From an optimization exercise on the open Yosys and OpenROAD flow, aimed at small area, a short achievable clock period and few clock cycles; shortcuts taken in it are not production practice.
Function was checked by simulation only, so behaviour that the tests miss may differ from the original.
Power figures rest on the tool's default switching activity, not on a simulated workload.

===== flow/config.mk =====
export PLATFORM = sky130hd
export DESIGN_NAME = hilo_md_ctrl
export DESIGN_NICKNAME = hilo_md_ctrl
export VERILOG_FILES = /design/flow/design.v
export SDC_FILE = /design/flow/constraint.sdc
export NUM_CORES = 4
export LEC_CHECK = 0
export ABC_AREA = 1
export CAP_MARGIN = 20
export CORE_MARGIN = 2
export CORE_UTILIZATION = 60
export CTS_BUF_LIST = sky130_fd_sc_hd__clkbuf_4
export SETUP_SLACK_MARGIN = 5
export SLEW_MARGIN = 20

===== flow/constraint.sdc =====
create_clock -name core_clock -period 11.0 [get_ports {clk_i}]
set_input_delay 2.2000 -clock core_clock [delete_from_list [all_inputs] [get_ports {clk_i}]]
set_output_delay 2.2000 -clock core_clock [all_outputs]
set_load 0.01 [all_outputs]

===== flow/design.v =====
module hilo_md_ctrl #(
    parameter int MUL_K  = 8,
    parameter int DATA_W = 32
) (
    input  logic              clk_i,
    input  logic              reset_i,
    input  logic              md_valid_i,
    output logic              md_ready_o,
    input  logic [2:0]        md_op_i,
    input  logic [DATA_W-1:0] md_src0_i,
    input  logic [DATA_W-1:0] md_src1_i,
    input  logic              flush_i,
    output logic [DATA_W-1:0] hi_o,
    output logic [DATA_W-1:0] lo_o,
    output logic              md_busy_o,
    output logic              md_done_o
);
    localparam int W   = DATA_W;
    localparam int NCH = W / MUL_K + 1;        
    localparam int ND  = MUL_K / 2;            
    localparam int BW  = NCH * MUL_K + 1;      
    localparam int LW  = (W < 4) ? 2 : (W < 8) ? 3 : (W < 16) ? 4 : (W < 32) ? 5 : (W < 64) ? 6 : 7;
    localparam logic [2:0] OP_MULT  = 3'd1;
    localparam logic [2:0] OP_MULTU = 3'd2;
    localparam logic [2:0] OP_DIV   = 3'd3;
    localparam logic [2:0] OP_DIVU  = 3'd4;
    localparam logic [2:0] OP_MTHI  = 3'd5;
    localparam logic [2:0] OP_MTLO  = 3'd6;
    typedef enum logic [1:0] {IDLE, MUL, DIV, FIX} state_t;
    state_t              state_q;
    logic                done_q;
    logic [W-1:0]        hi_q, lo_q;
    logic [2*W-1:0]      acc_q;      
    logic [W:0]          mc_q;       
    logic [W+1:0]        b_q;        
    logic [NCH-1:0]      oh_q;       
    logic [LW-1:0]       cnt_q;      
    logic                qneg_q, rneg_q;
    logic is_signed, s0_neg, s1_neg, div0;
    logic [W-1:0] neg_a, neg_b, neg_ya, neg_yb;
    logic         neg_sa, neg_sb;
    assign is_signed = (md_op_i == OP_MULT) || (md_op_i == OP_DIV);
    assign s0_neg    = is_signed && md_src0_i[W-1];
    assign s1_neg    = is_signed && md_src1_i[W-1];
    assign div0      = (md_src1_i == '0);
    assign neg_a  = (state_q == FIX) ? acc_q[2*W-1:W] : md_src0_i;
    assign neg_b  = (state_q == FIX) ? acc_q[W-1:0]   : md_src1_i;
    assign neg_sa = (state_q == FIX) ? rneg_q : s0_neg;
    assign neg_sb = (state_q == FIX) ? qneg_q : s1_neg;
    padd #(.N(W)) u_nega (.a(neg_a ^ {W{neg_sa}}), .b('0), .ci(neg_sa), .s(neg_ya), .co());
    padd #(.N(W)) u_negb (.a(neg_b ^ {W{neg_sb}}), .b('0), .ci(neg_sb), .s(neg_yb), .co());
    logic [BW-1:0]  ax_in, bx_in;
    logic [NCH:0]   eqa_in, eqb_in;
    logic [NCH-1:0] oh_in;
    logic           swap;
    logic [W:0]     mc_in, mp_in;
    assign ax_in = {{(BW-W-1){s0_neg}}, md_src0_i, 1'b0};
    assign bx_in = {{(BW-W-1){s1_neg}}, md_src1_i, 1'b0};
    assign eqa_in[0]   = 1'b0;
    assign eqa_in[NCH] = 1'b1;
    assign eqb_in[0]   = 1'b0;
    assign eqb_in[NCH] = 1'b1;
    for (genvar j = 1; j < NCH; j++) begin : g_eq
        assign eqa_in[j] = (ax_in[BW-1:j*MUL_K] == '0) || (ax_in[BW-1:j*MUL_K] == '1);
        assign eqb_in[j] = (bx_in[BW-1:j*MUL_K] == '0) || (bx_in[BW-1:j*MUL_K] == '1);
    end
    assign swap  = |(eqa_in & ~eqb_in);
    assign oh_in = swap ? (eqa_in[NCH:1] & ~eqa_in[NCH-1:0]) : (eqb_in[NCH:1] & ~eqb_in[NCH-1:0]);
    assign mc_in = swap ? {s1_neg, md_src1_i} : {s0_neg, md_src0_i};
    assign mp_in = swap ? {s0_neg, md_src0_i} : {s1_neg, md_src1_i};
    logic [BW-1:0]     bx;
    logic [MUL_K:0]    chunk_nx, chunk_in;
    logic [ND-1:0]     one_q, two_q, neg_q, one_d, two_d, neg_d;
    logic [2*W-1:0]    acc_n;
    assign bx = {{(BW-W-1){b_q[W]}}, b_q[W:0], 1'b0};
    always_comb begin
        logic [BW-1:0] mx;
        mx = {{(BW-W-1){mp_in[W]}}, mp_in, 1'b0};
        chunk_nx = '0;
        chunk_in = '0;
        for (int j = 0; j < NCH - 1; j++) begin
            if (oh_q[j+1]) chunk_nx = chunk_nx | bx[j*MUL_K +: MUL_K+1];
        end
        for (int j = 0; j < NCH; j++) begin
            if (oh_in[j]) chunk_in = chunk_in | mx[j*MUL_K +: MUL_K+1];
        end
    end
    always_comb begin
        logic [MUL_K:0] c;
        logic           b0, b1, b2;
        c = (state_q == IDLE) ? chunk_in : chunk_nx;
        for (int i = 0; i < ND; i++) begin
            b0 = c[2*i];
            b1 = c[2*i+1];
            b2 = c[2*i+2];
            one_d[i] = b1 ^ b0;
            two_d[i] = (b2 & ~b1 & ~b0) | (~b2 & b1 & b0);
            neg_d[i] = b2 & ~(b1 & b0);
        end
    end
    localparam logic [2*W-1:0] ROWS_EXCESS = (2*W)'(((1 << (2*ND)) - 1) / 3) << (W+1);
    localparam logic [2*W-1:0] ROWS_FIX    = ~ROWS_EXCESS + (2*W)'(1);
    logic [2*W-1:0] rows [ND+2];
    logic [MUL_K-1:0] negv;
    always_comb begin
        logic [W+1:0] mag, r;
        negv = '0;
        for (int i = 0; i < ND; i++) begin
            mag = ({(W+2){one_q[i]}} & {mc_q[W], mc_q}) | ({(W+2){two_q[i]}} & {mc_q, 1'b0});
            r   = {(W+2){neg_q[i]}} ^ mag;
            rows[i] = (2*W)'({~r[W+1], r[W:0]}) << (2*i);
            negv[2*i] = neg_q[i];
        end
        rows[ND]   = ROWS_FIX;
        rows[ND+1] = {acc_q[2*W-1-MUL_K:0], negv};
    end
    function automatic logic [4*W-1:0] csa(input logic [2*W-1:0] a, input logic [2*W-1:0] b,
                                           input logic [2*W-1:0] c);
        csa = {a ^ b ^ c, ((a & b) | (a & c) | (b & c)) << 1};
    endfunction
    logic [2*W-1:0] cs_s, cs_c;
    if (ND == 4) begin : g_tree6
        logic [2*W-1:0] a0, a1, b0, b1, c0, c1, d0, d1;
        assign {a0, a1} = csa(rows[0], rows[1], rows[2]);
        assign {b0, b1} = csa(rows[3], rows[4], rows[5]);
        assign {c0, c1} = csa(a0, a1, b0);
        assign {d0, d1} = csa(c0, c1, b1);
        assign cs_s = d0;
        assign cs_c = d1;
    end else begin : g_chain
        always_comb begin
            logic [2*W-1:0] x, y;
            x = rows[0];
            y = rows[1];
            for (int i = 2; i < ND + 2; i++) {x, y} = csa(x, y, rows[i]);
            cs_s = x;
            cs_c = y;
        end
    end
    padd #(.N(2*W)) u_cpa (.a(cs_s), .b(cs_c), .ci(1'b0), .s(acc_n), .co());
    logic [W-1:0]  xa, xb;
    logic [LW-1:0] la, lb, sh;
    logic          div_q0;
    logic [W+1:0]  dvs_in;
    logic [LW-1:0] sh_e;
    localparam int LV = LW;                    
    logic [W:0]        xa1;
    logic [(1<<LV)-1:0] xa_v, xb_v;
    logic [LV-1:0]     ia, ib;
    assign xa  = md_src0_i ^ {W{s0_neg}};
    assign xb  = md_src1_i ^ {W{s1_neg}};
    assign xa1 = s0_neg ? {xa, 1'b1} : {1'b0, xa};
    assign xa_v = (1<<LV)'({xa1, 1'b1});
    assign xb_v = (1<<LV)'({xb, 1'b1});
    msb_idx #(.LV(LV)) u_ia (.x(xa_v), .idx(ia));
    msb_idx #(.LV(LV)) u_ib (.x(xb_v), .idx(ib));
    assign la = LW'(ia);
    assign lb = LW'(ib);
    assign {div_q0, sh} = {1'b0, la} - {1'b0, lb};
    assign sh_e   = sh | LW'(1);
    assign dvs_in = (W+2)'(neg_yb) << sh_e;
    logic [W-1:0] rem_s [3];
    logic [W+1:0] dvs_s [3];
    logic [W-1:0] quo_s [3];
    logic [W+2:0] diff  [2];
    assign rem_s[0] = acc_q[2*W-1:W];
    assign quo_s[0] = acc_q[W-1:0];
    assign dvs_s[0] = b_q;
    for (genvar i = 0; i < 2; i++) begin : g_dstep
        padd #(.N(W+3)) u_sub (.a({3'b0, rem_s[i]}), .b(~{1'b0, dvs_s[i]}), .ci(1'b1), .s(diff[i]), .co());
        assign rem_s[i+1] = diff[i][W+2] ? rem_s[i] : diff[i][W-1:0];
        assign quo_s[i+1] = {quo_s[i][W-2:0], !diff[i][W+2]};
        assign dvs_s[i+1] = dvs_s[i] >> 1;
    end
    logic is_div_op;
    assign is_div_op = (md_op_i == OP_DIV) || (md_op_i == OP_DIVU);
    always_ff @(posedge clk_i) begin
        one_q <= one_d;
        two_q <= two_d;
        neg_q <= neg_d;
        if (state_q == IDLE) begin
            acc_q  <= is_div_op ? {neg_ya, {W{1'b0}}} : '0;
            oh_q   <= oh_in;
            cnt_q  <= sh_e >> 1;
            mc_q   <= mc_in;
            b_q    <= is_div_op ? dvs_in : (W+2)'(mp_in);
            qneg_q <= s0_neg ^ s1_neg;
            rneg_q <= s0_neg;
        end else begin
            acc_q <= (state_q == MUL) ? acc_n : {rem_s[2], quo_s[2]};
            oh_q  <= oh_q >> 1;
            cnt_q <= cnt_q - LW'(1);
            if (state_q != MUL) b_q <= dvs_s[2];
        end
    end
    always_ff @(posedge clk_i) begin
        done_q <= 1'b0;
        if (reset_i) begin
            state_q <= IDLE;
            hi_q    <= '0;
            lo_q    <= '0;
        end else if (flush_i) begin
            state_q <= IDLE;
        end else begin
            unique case (state_q)
                IDLE: begin
                    if (md_valid_i) begin
                        unique case (md_op_i)
                            OP_MTHI: hi_q <= md_src0_i;
                            OP_MTLO: lo_q <= md_src0_i;
                            OP_MULT, OP_MULTU: state_q <= MUL;
                            OP_DIV, OP_DIVU: begin
                                if (div0) begin
                                    hi_q   <= md_src0_i;
                                    lo_q   <= '1;
                                    done_q <= 1'b1;
                                end else if (div_q0) begin
                                    hi_q   <= md_src0_i;
                                    lo_q   <= '0;
                                    done_q <= 1'b1;
                                end else begin
                                    state_q <= DIV;
                                end
                            end
                            default: ;
                        endcase
                    end
                end
                MUL: begin
                    if (oh_q[0]) begin
                        {hi_q, lo_q} <= acc_n;
                        done_q       <= 1'b1;
                        state_q      <= IDLE;
                    end
                end
                DIV: begin
                    if (cnt_q == '0) begin
                        if (rneg_q || qneg_q) begin
                            state_q <= FIX;
                        end else begin
                            hi_q    <= rem_s[2];
                            lo_q    <= quo_s[2];
                            done_q  <= 1'b1;
                            state_q <= IDLE;
                        end
                    end
                end
                FIX: begin
                    hi_q    <= neg_ya;
                    lo_q    <= neg_yb;
                    done_q  <= 1'b1;
                    state_q <= IDLE;
                end
                default: state_q <= IDLE;
            endcase
        end
    end
    assign md_ready_o = (state_q == IDLE);
    assign md_busy_o  = (state_q != IDLE);
    assign md_done_o  = done_q;
    assign hi_o       = hi_q;
    assign lo_o       = lo_q;
endmodule
module msb_idx #(
    parameter int LV = 6
) (
    input  logic [(1<<LV)-1:0] x,
    output logic [LV-1:0]      idx
);
    localparam int N = 1 << LV;
    logic [N-1:0]  nz  [LV+1];
    logic [LV-1:0] pos [LV+1][N];
    always_comb begin
        for (int i = 0; i < N; i++) begin
            nz[0][i]  = x[i];
            pos[0][i] = '0;
        end
        for (int l = 0; l < LV; l++) begin
            for (int i = 0; i < (N >> (l + 1)); i++) begin
                nz[l+1][i]     = nz[l][2*i+1] | nz[l][2*i];
                pos[l+1][i]    = nz[l][2*i+1] ? pos[l][2*i+1] : pos[l][2*i];
                pos[l+1][i][l] = nz[l][2*i+1];
            end
            for (int i = (N >> (l + 1)); i < N; i++) begin
                nz[l+1][i]  = 1'b0;
                pos[l+1][i] = '0;
            end
        end
        idx = pos[LV][0];
    end
endmodule
module padd #(
    parameter int N   = 32,
    parameter int SKL = 0
) (
    input  logic [N-1:0] a,
    input  logic [N-1:0] b,
    input  logic         ci,
    output logic [N-1:0] s,
    output logic         co
);
    localparam int L = (N <= 2) ? 1 : (N <= 4) ? 2 : (N <= 8) ? 3 : (N <= 16) ? 4 :
                       (N <= 32) ? 5 : (N <= 64) ? 6 : 7;
    localparam int M = 1 << L;
    logic [M-1:0] g [2*L+1];
    logic [M-1:0] p [2*L+1];
    logic [M-1:0] p0;
    always_comb begin
        g[0] = '0;
        p[0] = '0;
        g[0][N-1:0] = a & b;
        p[0][N-1:0] = a ^ b;
        p0 = p[0];
        g[0][0] = (a[0] & b[0]) | (p0[0] & ci);
        for (int l = 1; l <= 2*L; l++) begin
            g[l] = g[l-1];
            p[l] = p[l-1];
        end
        if (SKL == 0) begin
            for (int l = 0; l < L; l++) begin
                for (int i = 0; i < M; i++) begin
                    if ((i % (2 << l)) == (2 << l) - 1) begin
                        g[l+1][i] = g[l][i] | (p[l][i] & g[l][i - (1 << l)]);
                        p[l+1][i] = p[l][i] & p[l][i - (1 << l)];
                    end else begin
                        g[l+1][i] = g[l][i];
                        p[l+1][i] = p[l][i];
                    end
                end
            end
            for (int l = L - 2; l >= 0; l--) begin
                for (int i = 0; i < M; i++) begin
                    if ((i % (2 << l)) == (1 << l) - 1 && i >= (2 << l)) begin
                        g[2*L-1-l][i] = g[2*L-2-l][i] | (p[2*L-2-l][i] & g[2*L-2-l][i - (1 << l)]);
                        p[2*L-1-l][i] = p[2*L-2-l][i] & p[2*L-2-l][i - (1 << l)];
                    end else begin
                        g[2*L-1-l][i] = g[2*L-2-l][i];
                        p[2*L-1-l][i] = p[2*L-2-l][i];
                    end
                end
            end
            g[2*L] = g[2*L-1];
        end else begin
            for (int l = 0; l < L; l++) begin
                for (int i = 0; i < M; i++) begin
                    if ((i >> l) % 2 == 1) begin
                        g[l+1][i] = g[l][i] | (p[l][i] & g[l][((i >> l) << l) - 1]);
                        p[l+1][i] = p[l][i] & p[l][((i >> l) << l) - 1];
                    end else begin
                        g[l+1][i] = g[l][i];
                        p[l+1][i] = p[l][i];
                    end
                end
            end
            g[2*L] = g[L];
        end
        s  = p0[N-1:0] ^ {g[2*L][N-2:0], ci};
        co = g[2*L][N-1];
    end
endmodule

===== flow/flow/run.sh =====
#!/bin/bash
# The standard layout, with each input and output port buffered by the
# library's smallest buffer instead of the default port buffer cell.
# The whole make run's output goes to standard.log in this folder.
set -euo pipefail
bash standard.sh "BUFFER_PORTS_ARGS=-buffer_cell sky130_fd_sc_hd__buf_1" finish > standard.log 2>&1

===== flow/standard.sh =====
#!/bin/bash
# synth_recipe.tcl (not shown) runs the flow's synth.tcl, then flattens the netlist and writes it again
# the make line also repeats each setting of config.mk as NAME=value (left out here)
make -C /OpenROAD-flow-scripts/flow DESIGN_CONFIG=/design/flow/config.mk WORK_HOME=/design/flow/orfs CLKGATE_MAP_FILE= SYNTH_SCRIPT=/design/flow/synth_recipe.tcl "${@:-finish}"

==> flow_metrics.py, run 1 <==
metrics = {
    "synthesis": {
        "synth.area.top_cells": "sky130_fd_sc_hd__nand2_1, sky130_fd_sc_hd__fa_1, sky130_fd_sc_hd__dfxtp_1, sky130_fd_sc_hd__ha_1, sky130_fd_sc_hd__edfxtp_1",
        "yosysUniqueCellTypes": 64,
        "ys_ff_latch": 223,
        "synth_edf_count": 69,
        "ys_warn_count": 22,
        "synthesis.nets": 4589,
        "yosys.area.top_type": "sky130_fd_sc_hd__nand2_1",
        "post-synth-top-area-fraction": 0.147,
        "ys_async_sr_fraction": 0,
        "synth.yosys.seq_area_share": 0.180,
        "synth_cells": 4121,
        "synth_top_cells_by_count": "sky130_fd_sc_hd__nand2_1, sky130_fd_sc_hd__inv_1, sky130_fd_sc_hd__o21ai_0, sky130_fd_sc_hd__ha_1, sky130_fd_sc_hd__nand3_1",
        "synth.most_common_cell": "sky130_fd_sc_hd__nand2_1",
        "post_synth.cell_area_avg_um2": 6.94,
        "mappedNetlistArea_mm2": 0.0286,
        "ys_dominant_reg_cell": "sky130_fd_sc_hd__dfxtp_1",
    },
    "power_and_ir_drop": {
        "irDropWorstVdd_v": 0.000382,
        "power-per-cell-area_mw_per_mm2": 395,
        "power_leakage_uw": 0.0146,
    },
    "worst_setup_path": {
        "rrSetupSlack_ns": 5.16,
        "r2r_cells": 30,
        "critical_path.max_fanout": 68,
        "path_delay_family": "simple AND/OR/NAND/NOR gates",
        "timing.critical_path.depth": 16,
        "setup.worst_path.class": "input port to register",
        "setup.worst_path.end_class": "register",
        "crit_path_cell_trace": "buf_1 > inv_1 > buf_4 > nor4_1 > nand3_1 > o21ai_2 > nand2_1 > nand3_4 > buf_4 > nand3_1 > nand2_1 > nand2_1 > nand3_1 > nor2_1 > nor2_1 > ha_1",
        "critical_path.startpoint_type": "input port",
        "critical_path_required_ns": 11.67,
        "arrival_ns": 6.67,
        "critPathBufInv": 4,
        "max_stage_delay_ns": 0.83,
        "slowest_stage": "sky130_fd_sc_hd__nor4_1",
    },
    "global_routing": {
        "grt_pass1_wl_um": 174000,
        "antenna_found_initial": 5,
        "grtUsageTotal": 0.467,
        "overflow": 0,
        "pin_count_of_the_biggest_net_entering_global_routing": 110,
        "number_of_global_route_vias_before_repair": 27797,
    },
    "routing": {
        "drt_first_iter_violations": 4504,
        "detail_route.wl_per_cell_um": 24.5,
        "route.detailed.vias_per_inst": 6.33,
        "routed-via-count": 30721,
        "totalWireLength_um": 119000,
        "postRouteAntennaNets": 0,
        "drt_first_pass_iters": 21,
        "drc_markers": 0,
    },
    "die": {
        "io_pins": 138,
        "die_w_um": 222,
        "die_area_mm2": 0.0494,
        "core_mm2": 0.0468,
        "rows": 79,
        "floorplan.die.height_um": 222,
        "initial_cell_density_of_the_core": 0.612,
    },
    "sta": {
        "clock.fmax_ghz": 0.167,
        "setup_viol": 0,
        "setup_total_negative_slack_ns": 0,
        "hold_slack_ns": 0.463,
        "slew_viol_final": 0,
        "hold_viol": 0,
        "max_slew_margin": 0.158,
        "slew_of_the_pin_with_the_lowest_slew_margin_ns": 1.25,
        "portion_of_the_clock_cycle_consumed_by_the_worst_path_in_the_final_layout": 0.545,
        "skew_ns": 0.0777,
        "rsz0062_at_grt": "yes",
        "layout_min_cycle_time_ns": 6.00,
    },
    "clock_tree": {
        "cts_buffer_depth": 3,
        "clk_pin_slew_ns": 0.07,
        "cts_sink_cnt": 223,
        "clock_latency_ns": 0.83,
        "cts_buffers": 67,
        "clock_tree_from_tritoncts": "done",
        "cts_htree_levels": 3,
        "cts-root-buf": "sky130_fd_sc_hd__clkbuf_4",
    },
    "hold_path": {
        "worst_hold_path_class": "register to register",
        "worst_hold_path.num_cells": 2,
    },
    "cells_and_area": {
        "final.fill_count": 4341,
        "flow.area_growth_from_synthesis_pct": 8.76,
        "design.final.nets": 4658,
        "drive_gt1_frac": 0.0880,
    },
    "job": {
        "max-cap-violations": 0,
    },
    "placed_design": {
        "portBuffers": 137,
        "routabilityCongestion": 1.06,
        "post-dp-hpwl_um": 87900,
    },
    "status": {
        "outcome": "finished clean",
    },
}
## logic make-up after synthesis
group           after synthesis  share of synthesized area
simple gates               1675                      0.250
compound gates              864                      0.171
buf+inv                     681                     0.0970
fa+ha+maj                   397                      0.215
xor+xnor                    278                     0.0859
flops                       223                      0.180
mux                           3                    0.00105
## layer usage
metal / part of all wire / vias to the layer above / global-route usage
li1: - / 13848 / -
met1: 0.38 / 14162 / 0.620
met2: 0.40 / 2229 / 0.652
met3: 0.15 / 482 / 0.159
met4: 0.077 / 0 / 0.286
met5: 0 / - / 0
## sequential cells by signal, summed over array words and instances, names as in the netlist
| name | cells |
|---|---|
| acc_q | 64 |
| b_q | 34 |
| cnt_q | 6 |
| done_q | 1 |
| hi_q | 32 |
| lo_q | 32 |
| mc_q | 33 |
| neg_q | 4 |
| oh_q | 5 |
| one_q | 4 |
| qneg_q | 1 |
| rneg_q | 1 |
| state_q | 2 |
| two_q | 4 |
## worst min-delay path, delay by kind of cell (launching register included)
kind / cells / cell delay [ns]
flops: 1 / 0.31
compound gates: 1 / 0.05
simple gates: 1 / 0.06
## final timing paths
path / from / endpoint
setup / recovery: md_src0_i[22] / one_q[1]$_DFF_P_
setup reg to reg: two_q[1]$_DFF_P_ / hi_q[31]$_SDFFE_PP0P_
hold reg to reg: hi_q[15]$_SDFFE_PP0P_ / hi_q[15]$_SDFFE_PP0P_
hold / removal: hi_q[15]$_SDFFE_PP0P_ / hi_q[15]$_SDFFE_PP0P_
## metrics by stage
| step | cell area (um^2) | utilization | total power [uW] | std cells | worst slack, ns |
|---|---|---|---|---|---|
| floorplan | 28600 | - | 8050 | 4121 | 5.16 |
| global placement | 29300 | 0.626 | 10200 | 4700 | 2.88 |
| detailed placement | 29300 | 0.626 | 10400 | 4700 | 2.82 |
| CTS | 30400 | 0.651 | 11700 | 4829 | 5.01 |
| global route | 31100 | 0.665 | 13600 | 4847 | 4.90 |
| finish | 31100 | 0.665 | 12300 | 4850 | 5.00 |
## where the power goes
group          internal (uW)  switching [uW]  total [uW]
Sequential               999             161        1160
Clock                    425             437         862
Combinational           4180            6090       10300
## cells in the final DEF, fill, tap and decap left out, types with 40 or more instances in the layout
master	count
sky130_fd_sc_hd__nand2_1	1106
sky130_fd_sc_hd__inv_1	441
sky130_fd_sc_hd__o21ai_0	286
sky130_fd_sc_hd__ha_1	232
sky130_fd_sc_hd__nand3_1	226
sky130_fd_sc_hd__xor2_1	216
sky130_fd_sc_hd__a21oi_1	211
sky130_fd_sc_hd__fa_1	155
sky130_fd_sc_hd__dfxtp_1	150
sky130_fd_sc_hd__nor2_1	145
sky130_fd_sc_hd__o22ai_1	143
sky130_fd_sc_hd__buf_1	135
sky130_fd_sc_hd__clkbuf_4	96
sky130_fd_sc_hd__edfxtp_1	69
sky130_fd_sc_hd__xnor2_1	51
sky130_fd_sc_hd__nand4_1	50
sky130_fd_sc_hd__buf_4	44
sky130_fd_sc_hd__a31oi_1	42
sky130_fd_sc_hd__o21ai_1	40
## layout make-up
type | count | area, um^2 | share of cell area
Multi-Input combinational cell | 3223 | 21300 | 0.684
Timing Repair inverter | 1 | 7.51 | 0.000241
Clock inverter | 23 | 135 | 0.00435
Antenna cell | 4 | 10.0 | 0.000322
Tap cell | 607 | 759 | 0.0244
Sequential cell | 223 | 5160 | 0.166
Timing Repair Buffer | 201 | 1210 | 0.0389
Inverter | 473 | 1840 | 0.0592
Clock buffer | 95 | 713 | 0.0229
## what timing repair did
| item | CTS | global route |
|---|---|---|
| pin swaps | 6 | 21 |
| hold buffers | 0 | 0 |
| endpoints found under the setup margin | 139 | 132 |
| cloned | 4 | 5 |
| endpoints found under the hold margin | 0 | 0 |
| resized for setup | 55 | 115 |
| buffers inserted | 7 | 12 |
Testbench counts, summed over its fixed seeds: cycles 11,514.
==> run 2, diff against run 1 <==
--- a/flow/config.mk
+++ b/flow/config.mk
@@ -10,5 +10,6 @@
 export CORE_MARGIN = 2
 export CORE_UTILIZATION = 60
 export CTS_BUF_LIST = sky130_fd_sc_hd__clkbuf_4
+export PLACE_DENSITY = 0.75
 export SETUP_SLACK_MARGIN = 5
 export SLEW_MARGIN = 20
==> run 2 against run 1 <==
Effect of this change:
- clock-buffer cell count is 6 higher
- sequential cell count unchanged
- total power grew 1.9%
- clock skew increased by 0.012 ns
- sequential power is essentially flat
- critical endpoint is now hi_q[31]$_SDFFE_PP0P_
==> flow_metrics.py, run 2 <==
metrics = {
    "worst_setup_path": {
        "critical_path.startpoint_type": "register",
        "arrival_ns": 6.59,
        "setup.worst_path.class": "register to register",
        "max_stage_delay_ns": 0.58,
        "critPathBufInv": 1,
        "crit_top_cell": "sky130_fd_sc_hd__nand2_1",
        "critical_path.max_fanout": 5,
        "path_delay_family": "adder cells",
        "critical_path_required_ns": 11.67,
        "setup.worst_path.end_class": "register",
        "slowest_stage": "sky130_fd_sc_hd__fa_1",
    },
    "sta": {
        "layout_setup_ws_ns": 5.08,
        "skew_ns": 0.0895,
        "clock.fmax_ghz": 0.169,
        "portion_of_the_clock_cycle_consumed_by_the_worst_path_in_the_final_layout": 0.538,
        "slew_viol_final": 0,
        "layout_min_cycle_time_ns": 5.92,
        "max_slew_margin": 0.328,
        "hold_viol": 0,
        "setup_viol": 0,
        "setup_total_negative_slack_ns": 0,
        "rsz0062_at_grt": "no",
        "slew_of_the_pin_with_the_lowest_slew_margin_ns": 0.997,
    },
    "global_routing": {
        "overflow": 0,
        "antenna_found_initial": 6,
        "grtUsageTotal": 0.464,
        "pin_count_of_the_biggest_net_entering_global_routing": 87,
        "number_of_global_route_vias_before_repair": 28324,
        "grt_pass1_wl_um": 173000,
    },
    "cells_and_area": {
        "postLayoutCellArea_mm2": 0.0314,
        "multiInputGateArea_mm2": 0.0213,
        "layout_commonest_cell": "sky130_fd_sc_hd__nand2_1",
        "flow.area_growth_from_synthesis_pct": 9.75,
        "final.fill_count": 4319,
        "reg.largest.list": "acc_q (64), b_q (34), mc_q (33)",
        "registers.top_by_ff_count": "acc_q",
        "drive_gt1_frac": 0.0973,
        "largest_register_ffs": 64,
        "design.final.nets": 4672,
        "most_frequent_cells_in_the_layout": "sky130_fd_sc_hd__nand2_1, sky130_fd_sc_hd__inv_1, sky130_fd_sc_hd__o21ai_0",
        "ff_latch_area_mm2": 0.00517,
    },
    "clock_tree": {
        "clock_latency_ns": 0.86,
        "cts_buffers": 69,
        "clk_pin_slew_ns": 0.06,
        "cts-root-buf": "sky130_fd_sc_hd__clkbuf_4",
        "cts_sink_cnt": 223,
        "cts_htree_levels": 3,
        "cts_buffer_depth": 3,
        "clock_tree_from_tritoncts": "done",
    },
    "synthesis": {
        "synthesis.nets": 4589,
        "yosysUniqueCellTypes": 64,
        "ys_dominant_reg_cell": "sky130_fd_sc_hd__dfxtp_1",
        "post_synth.cell_area_avg_um2": 6.94,
        "synth_top_family_by_area": "simple AND/OR/NAND/NOR gates",
        "synth_edf_count": 69,
        "basic_gate_share_of_the_synthesized_area_counting_and_or_nand_and_nor_cells": 0.250,
        "yosys.area.top_type": "sky130_fd_sc_hd__nand2_1",
        "mappedNetlistArea_mm2": 0.0286,
        "synth_top_cells_by_count": "sky130_fd_sc_hd__nand2_1, sky130_fd_sc_hd__inv_1, sky130_fd_sc_hd__o21ai_0, sky130_fd_sc_hd__ha_1, sky130_fd_sc_hd__nand3_1",
        "ys_ff_latch": 223,
        "synth.most_common_cell": "sky130_fd_sc_hd__nand2_1",
        "synth_mux_area_frac": 0.00105,
        "ys_warn_count": 22,
        "area_share_of_fa_ha_maj_cells_after_synthesis": 0.215,
        "synth_cells": 4121,
        "ys_async_sr_fraction": 0,
        "xor_and_xnor_fraction_of_the_mapped_netlist_area": 0.0859,
        "synth.yosys.seq_area_share": 0.180,
        "post-synth-top-area-fraction": 0.147,
        "synth.area.top_cells": "sky130_fd_sc_hd__nand2_1, sky130_fd_sc_hd__fa_1, sky130_fd_sc_hd__dfxtp_1, sky130_fd_sc_hd__ha_1, sky130_fd_sc_hd__edfxtp_1",
        "synth-compound-area-share": 0.171,
    },
    "routing": {
        "met1Wirelength_um": 45100,
        "met2RoutedLength_um": 48000,
        "drc_markers": 0,
        "met3WireLength_um": 17600,
        "routed-via-count": 30868,
        "route.detailed.vias_per_inst": 6.34,
        "drt_first_iter_violations": 5062,
        "totalWireLength_um": 120000,
        "top_layer_used_by_detailed_routing": "met5",
        "drt_first_pass_iters": 9,
        "detail_route.wl_per_cell_um": 24.6,
        "postRouteAntennaNets": 0,
    },
    "placed_design": {
        "routabilityCongestion": 1.08,
        "post-dp-hpwl_um": 87900,
        "portBuffers": 137,
        "detailedPlace.worstSlack_ns": 2.93,
        "placed_area_mm2": 0.0293,
    },
    "status": {
        "outcome": "finished clean",
    },
    "hold_path": {
        "worst_hold_path_class": "register to register",
    },
    "power_and_ir_drop": {
        "power-per-cell-area_mw_per_mm2": 399,
        "power_leakage_uw": 0.0147,
        "irDropWorstVdd_v": 0.000380,
    },
    "die": {
        "rows": 79,
        "die_area_mm2": 0.0494,
        "die_w_um": 222,
        "floorplan.die.height_um": 222,
        "initial_cell_density_of_the_core": 0.612,
        "core_mm2": 0.0468,
        "io_pins": 138,
    },
    "job": {
        "max-cap-violations": 0,
    },
}
## run 2: cell types whose count changed in the layout (fill, tap and decap cells not counted), sizes merged
cell      previous run  this run
inv                466       465
nand2             1135      1134
clkinvlp             6         8
diode                4         5
clkinv              23        22
clkbuf              99       109
buf                196       202
nand3              237       239
bufinv               2         3
## run 2: area by class of cell
class,count,area share
Timing Repair inverter,2,0.000399
Sequential cell,223,0.165
Timing Repair Buffer,211,0.0441
Clock inverter,23,0.00482
Antenna cell,5,0.000399
Multi-Input combinational cell,3224,0.678
Inverter,473,0.0590
Tap cell,607,0.0242
Clock buffer,101,0.0242
## run 2: path summary, 6_finish.rpt
path | startpoint | to | slack [ns] | cells after the start
max | one_q[3]$_DFF_P_ | hi_q[31]$_SDFFE_PP0P_ | 5.08 | 28
min | cnt_q[0]$_DFF_P_ | cnt_q[0]$_DFF_P_ | 0.45 | 1
max reg2reg | one_q[3]$_DFF_P_ | hi_q[31]$_SDFFE_PP0P_ | 5.08 | 28
min reg2reg | cnt_q[0]$_DFF_P_ | cnt_q[0]$_DFF_P_ | 0.45 | 1
## run 2: through the flow
| step | total power, uW | cells | util | hold WS (ns) |
|---|---|---|---|---|
| 6_report | 12500 | 4869 | 0.671 | 0.448 |
| 5_1_grt | 13800 | 4868 | 0.671 | 0.455 |
| 4_1_cts | 11600 | 4832 | 0.651 | 0.451 |
| 3_5_place_dp | 10400 | 4699 | 0.626 | 0.442 |
| 3_3_place_gp | 10200 | 4698 | 0.625 | 0.428 |
| 2_1_floorplan | 8050 | 4121 | - | 0.411 |
## run 2: repair_timing
action,in CTS,in global routing
gates resized for setup,45,151
hold buffers,0,0
cloned,3,11
pin swaps,5,47
setup buffers,6,21
endpoints found under the setup margin,147,143
## run 2: where the power goes
part           switching [uW]  total [uW]  internal (uW)
Clock                     441         911            470
Combinational            6200       10400           4240
Sequential                168        1170           1000
## run 2: metal layers
layer	up-vias	track usage
li1	13868	-
met1	14124	0.611
met2	2322	0.667
met3	546	0.152
met4	8	0.262
met5	-	0.00978
## run 2: kinds of logic (layout without fill, tap and decap cells)
| logic type | Yosys count | in the layout |
|---|---|---|
| DFF | 223 | 223 |
| muxes | 3 | 3 |
| and+or+nand+nor | 1675 | 1682 |
| xor gates and xnor gates | 278 | 278 |
| adders and majority gates | 397 | 397 |
| other | 0 | 5 |
| buffers and inverters | 681 | 810 |
| AOI/OAI and AO/OA | 864 | 864 |
==> run 3, diff against run 2 <==
--- a/flow/config.mk
+++ b/flow/config.mk
@@ -9,7 +9,9 @@
 export CAP_MARGIN = 20
 export CORE_MARGIN = 2
 export CORE_UTILIZATION = 60
-export CTS_BUF_LIST = sky130_fd_sc_hd__clkbuf_4
+export CTS_BUF_LIST = sky130_fd_sc_hd__clkbuf_8
+export CTS_CLUSTER_DIAMETER = 60
+export CTS_CLUSTER_SIZE = 16
 export PLACE_DENSITY = 0.75
 export SETUP_SLACK_MARGIN = 5
 export SLEW_MARGIN = 20
==> run 3 against run 2 <==
Effect of this change:
- die area is the same
- synthesized cell count is the same
- worst setup slack gained 0.0060 ns
- largest cell class unchanged
- highest routed layer unchanged
==> flow_metrics.py, run 3 <==
metrics = {
    "cells_and_area": {
        "largest_register_ffs": 64,
        "registers.top_by_ff_count": "acc_q",
        "drive_gt1_frac": 0.0877,
        "flow.area_growth_from_synthesis_pct": 9.57,
        "layout_commonest_cell": "sky130_fd_sc_hd__nand2_1",
        "utilization": 0.670,
        "reg.largest.list": "acc_q (64), b_q (34), mc_q (33)",
        "most_frequent_cells_in_the_layout": "sky130_fd_sc_hd__nand2_1, sky130_fd_sc_hd__inv_1, sky130_fd_sc_hd__o21ai_0",
        "design.final.nets": 4640,
    },
    "synthesis": {
        "synth.yosys.seq_area_share": 0.180,
        "synth_top_family_by_area": "simple AND/OR/NAND/NOR gates",
        "ys_dominant_reg_cell": "sky130_fd_sc_hd__dfxtp_1",
        "post_synth.cell_area_avg_um2": 6.94,
        "yosys.area.top_type": "sky130_fd_sc_hd__nand2_1",
        "synth_top_cells_by_count": "sky130_fd_sc_hd__nand2_1, sky130_fd_sc_hd__inv_1, sky130_fd_sc_hd__o21ai_0, sky130_fd_sc_hd__ha_1, sky130_fd_sc_hd__nand3_1",
        "post-synth-top-area-fraction": 0.147,
        "synth-compound-area-share": 0.171,
        "synth.area.top_cells": "sky130_fd_sc_hd__nand2_1, sky130_fd_sc_hd__fa_1, sky130_fd_sc_hd__dfxtp_1, sky130_fd_sc_hd__ha_1, sky130_fd_sc_hd__edfxtp_1",
        "basic_gate_share_of_the_synthesized_area_counting_and_or_nand_and_nor_cells": 0.250,
        "ys_async_sr_fraction": 0,
        "area_share_of_fa_ha_maj_cells_after_synthesis": 0.215,
        "yosysUniqueCellTypes": 64,
        "mappedNetlistArea_mm2": 0.0286,
        "synth_edf_count": 69,
        "ys_warn_count": 22,
        "synthesis.nets": 4589,
        "xor_and_xnor_fraction_of_the_mapped_netlist_area": 0.0859,
        "synth_cells": 4121,
        "synth.most_common_cell": "sky130_fd_sc_hd__nand2_1",
        "ys_ff_latch": 223,
        "synth_mux_area_frac": 0.00105,
    },
    "power_and_ir_drop": {
        "pwr-share-seq": 0.093,
        "comb_pwr_share": 0.847,
        "power_leakage_uw": 0.0146,
        "switchingPower_uw": 6860,
        "power-per-cell-area_mw_per_mm2": 403,
        "clock_power_share": 0.060,
        "power.share.switching": 0.543,
        "power_report.internal_total_uw": 5780,
        "irDropWorstVdd_v": 0.000386,
    },
    "sta": {
        "setup_total_negative_slack_ns": 0,
        "clock.fmax_ghz": 0.169,
        "slew_viol_final": 0,
        "layout_min_cycle_time_ns": 5.92,
        "setup_viol": 0,
        "rsz0062_at_grt": "yes",
        "skew_ns": 0.0235,
        "slew_of_the_pin_with_the_lowest_slew_margin_ns": 1.10,
        "hold_slack_ns": 0.447,
        "hold_viol": 0,
        "max_slew_margin": 0.259,
        "portion_of_the_clock_cycle_consumed_by_the_worst_path_in_the_final_layout": 0.538,
    },
    "routing": {
        "totalWireLength_um": 119000,
        "postRouteAntennaNets": 0,
        "met1Wirelength_um": 45300,
        "drc_markers": 0,
        "top_layer_used_by_detailed_routing": "met5",
        "met3WireLength_um": 17300,
        "route.detailed.vias_per_inst": 6.35,
        "met2RoutedLength_um": 48200,
        "drt_first_iter_violations": 5103,
        "detail_route.wl_per_cell_um": 24.8,
        "drt_first_pass_iters": 7,
        "routed-via-count": 30529,
    },
    "worst_setup_path": {
        "setup.worst_path.end_class": "register",
        "worst_reg2reg_path_endpoint": "hi_q[31]$_SDFFE_PP0P_",
        "arrival_ns": 6.51,
        "critical_path_required_ns": 11.59,
        "rrSetupSlack_ns": 5.08,
        "setup.worst_path.class": "register to register",
        "max_stage_delay_ns": 0.57,
        "critical_path.max_fanout": 8,
        "slowest_stage": "sky130_fd_sc_hd__fa_1",
        "critical_path.startpoint_type": "register",
        "r2r-start": "one_q[0]$_DFF_P_",
        "r2r_cells": 30,
    },
    "global_routing": {
        "number_of_global_route_vias_before_repair": 27922,
        "pin_count_of_the_biggest_net_entering_global_routing": 87,
        "antenna_found_initial": 6,
        "grt_pass1_wl_um": 173000,
        "overflow": 0,
        "grtUsageTotal": 0.461,
    },
    "die": {
        "rows": 79,
        "io_pins": 138,
        "core_mm2": 0.0468,
        "floorplan.die.height_um": 222,
        "die_area_mm2": 0.0494,
        "die_w_um": 222,
        "initial_cell_density_of_the_core": 0.612,
    },
    "clock_tree": {
        "clock_latency_ns": 0.67,
        "clock_tree_from_tritoncts": "done",
        "cts_sink_cnt": 223,
        "clk_pin_slew_ns": 0.10,
        "cts_hold_buf": 0,
        "cts_buffer_depth": 3,
        "cts-root-buf": "sky130_fd_sc_hd__clkbuf_8",
        "cts_htree_levels": 1,
        "cts_buffers": 28,
    },
    "hold_path": {
        "worst_hold_path.num_cells": 1,
        "hold_wc_startpoint": "cnt_q[0]$_DFF_P_",
        "holdPathEnd": "cnt_q[0]$_DFF_P_",
        "worst_hold_path_class": "register to register",
    },
    "job": {
        "max-cap-violations": 0,
    },
    "placed_design": {
        "routabilityCongestion": 1.08,
        "portBuffers": 137,
        "post-dp-hpwl_um": 87900,
    },
    "status": {
        "outcome": "finished clean",
    },
}
==> run 3: worst max-delay path by stage <==
stage,end,startpoint,slack [ns]
global route,hi_q[31]$_SDFFE_PP0P_,one_q[0]$_DFF_P_,4.89
floorplan,b_q[32]$_SDFFCE_PN0P_,md_op_i[2],5.16
finish,hi_q[31]$_SDFFE_PP0P_,one_q[0]$_DFF_P_,5.08
detailed placement,b_q[9]$_DFFE_PP_,md_src0_i[31],2.93
global placement,b_q[33]$_SDFFCE_PN0P_,md_src0_i[31],2.86
CTS,hi_q[31]$_SDFFE_PP0P_,one_q[0]$_DFF_P_,4.95
==> run 3: worst max-delay path: cells and delay by family, from the launching register on <==
kind / cells / cell delay (ns)
adders and majority gates: 5 / 2.20
and+or+nand+nor: 14 / 1.29
AOI/OAI and AO/OA: 7 / 1.08
DFF: 1 / 0.38
buffers and inverters: 2 / 0.47
xor gates and xnor gates: 2 / 0.41
==> run 3: cell families (layout without fill, tap and decap cells) <==
group,Yosys count,count (layout)
AOI/OAI and AO/OA,864,864
buffers and inverters,681,743
adders and majority gates,397,397
DFF,223,223
and+or+nand+nor,1675,1686
other,0,3
muxes,3,3
xor gates and xnor gates,278,278
==> run 3: power by group through the flow <==
stage | clock network, uW | registers (uW) | logic (uW)
detailed placement | 0 | 1180 | 9200
global placement | 0 | 1180 | 8980
global route | 783 | 1180 | 11900
finish | 763 | 1170 | 10700
CTS | 757 | 1160 | 9680
floorplan | 0 | 1110 | 6940
==> run 3: layer usage <==
layer / up-vias / GRT usage
met5: - / 0.00978
met4: 10 / 0.236
met3: 487 / 0.142
met2: 2184 / 0.672
met1: 14060 / 0.614
li1: 13788 / -
==> run 3: repair_timing <==
item	4_1_cts	5_1_grt
setup buffers	9	22
cloned	6	13
hold endpoints to repair	0	0
pin swaps	11	85
setup endpoints to repair	148	143
gates resized for setup	66	153
==> run 3: layout make-up <==
cell class                 count  area [um^2]
antenna                        3         7.51
clock buffer                  29          399
clock inverter                23          268
fill                        4300        15400
inverter                     473         1840
multi-input combinational   3228        21500
sequential                   223         5170
tap                          607          759
timing repair buffer         215         1350
timing repair inverter         3         25.0
==> run 3: metrics by stage <==
step                      area, um^2  instances  setup slack, ns  power, uW
after CTS                      30300       4766             4.95      11600
after global routing           31300       4803             4.89      13900
after floorplan                28600       4121             5.16       8050
after detailed placement       29300       4699             2.93      10400
after global placement         29200       4698             2.86      10200
final                          31300       4804             5.08      12600

separate check: timing with driven ports:
The flow's constraints put no driver on any port. The routed layouts listed below were extracted and timed again, unchanged, in two steps.
Step 1 sets driving cells, clkbuf_16 on the clock port and buf_2 on the other inputs (assumed; they add their load-dependent delay and slew).
Step 2 times the ports against the registers' clock, not the clock port: input delays grow and output delays shrink by t, the midpoint of the rising clock arrivals with the driver on.
Slacks: no drivers / after step 1 / after step 2; pairs: no drivers / after step 1.
| run | t (ns) | setup slack, ns | clock arrival spread, ns | worst data-port slew with drivers (ns) |
|---|---|---|---|---|
| run 1 | 0.851 | 5.000 / 5.039 / 4.188 | 0.077 / 0.077 | 0.06 |
| run 2 | 0.869 | 5.077 / 5.077 / 4.358 | 0.089 / 0.090 | 0.05 |
| run 3 | 0.720 | 5.083 / 5.083 / 4.400 | 0.026 / 0.025 | 0.05 |
After both steps every run listed still meets setup and hold. For run 1, which loses most, drivers alone change the setup slack by +0.039 ns; drivers and shift together by -0.812 ns.
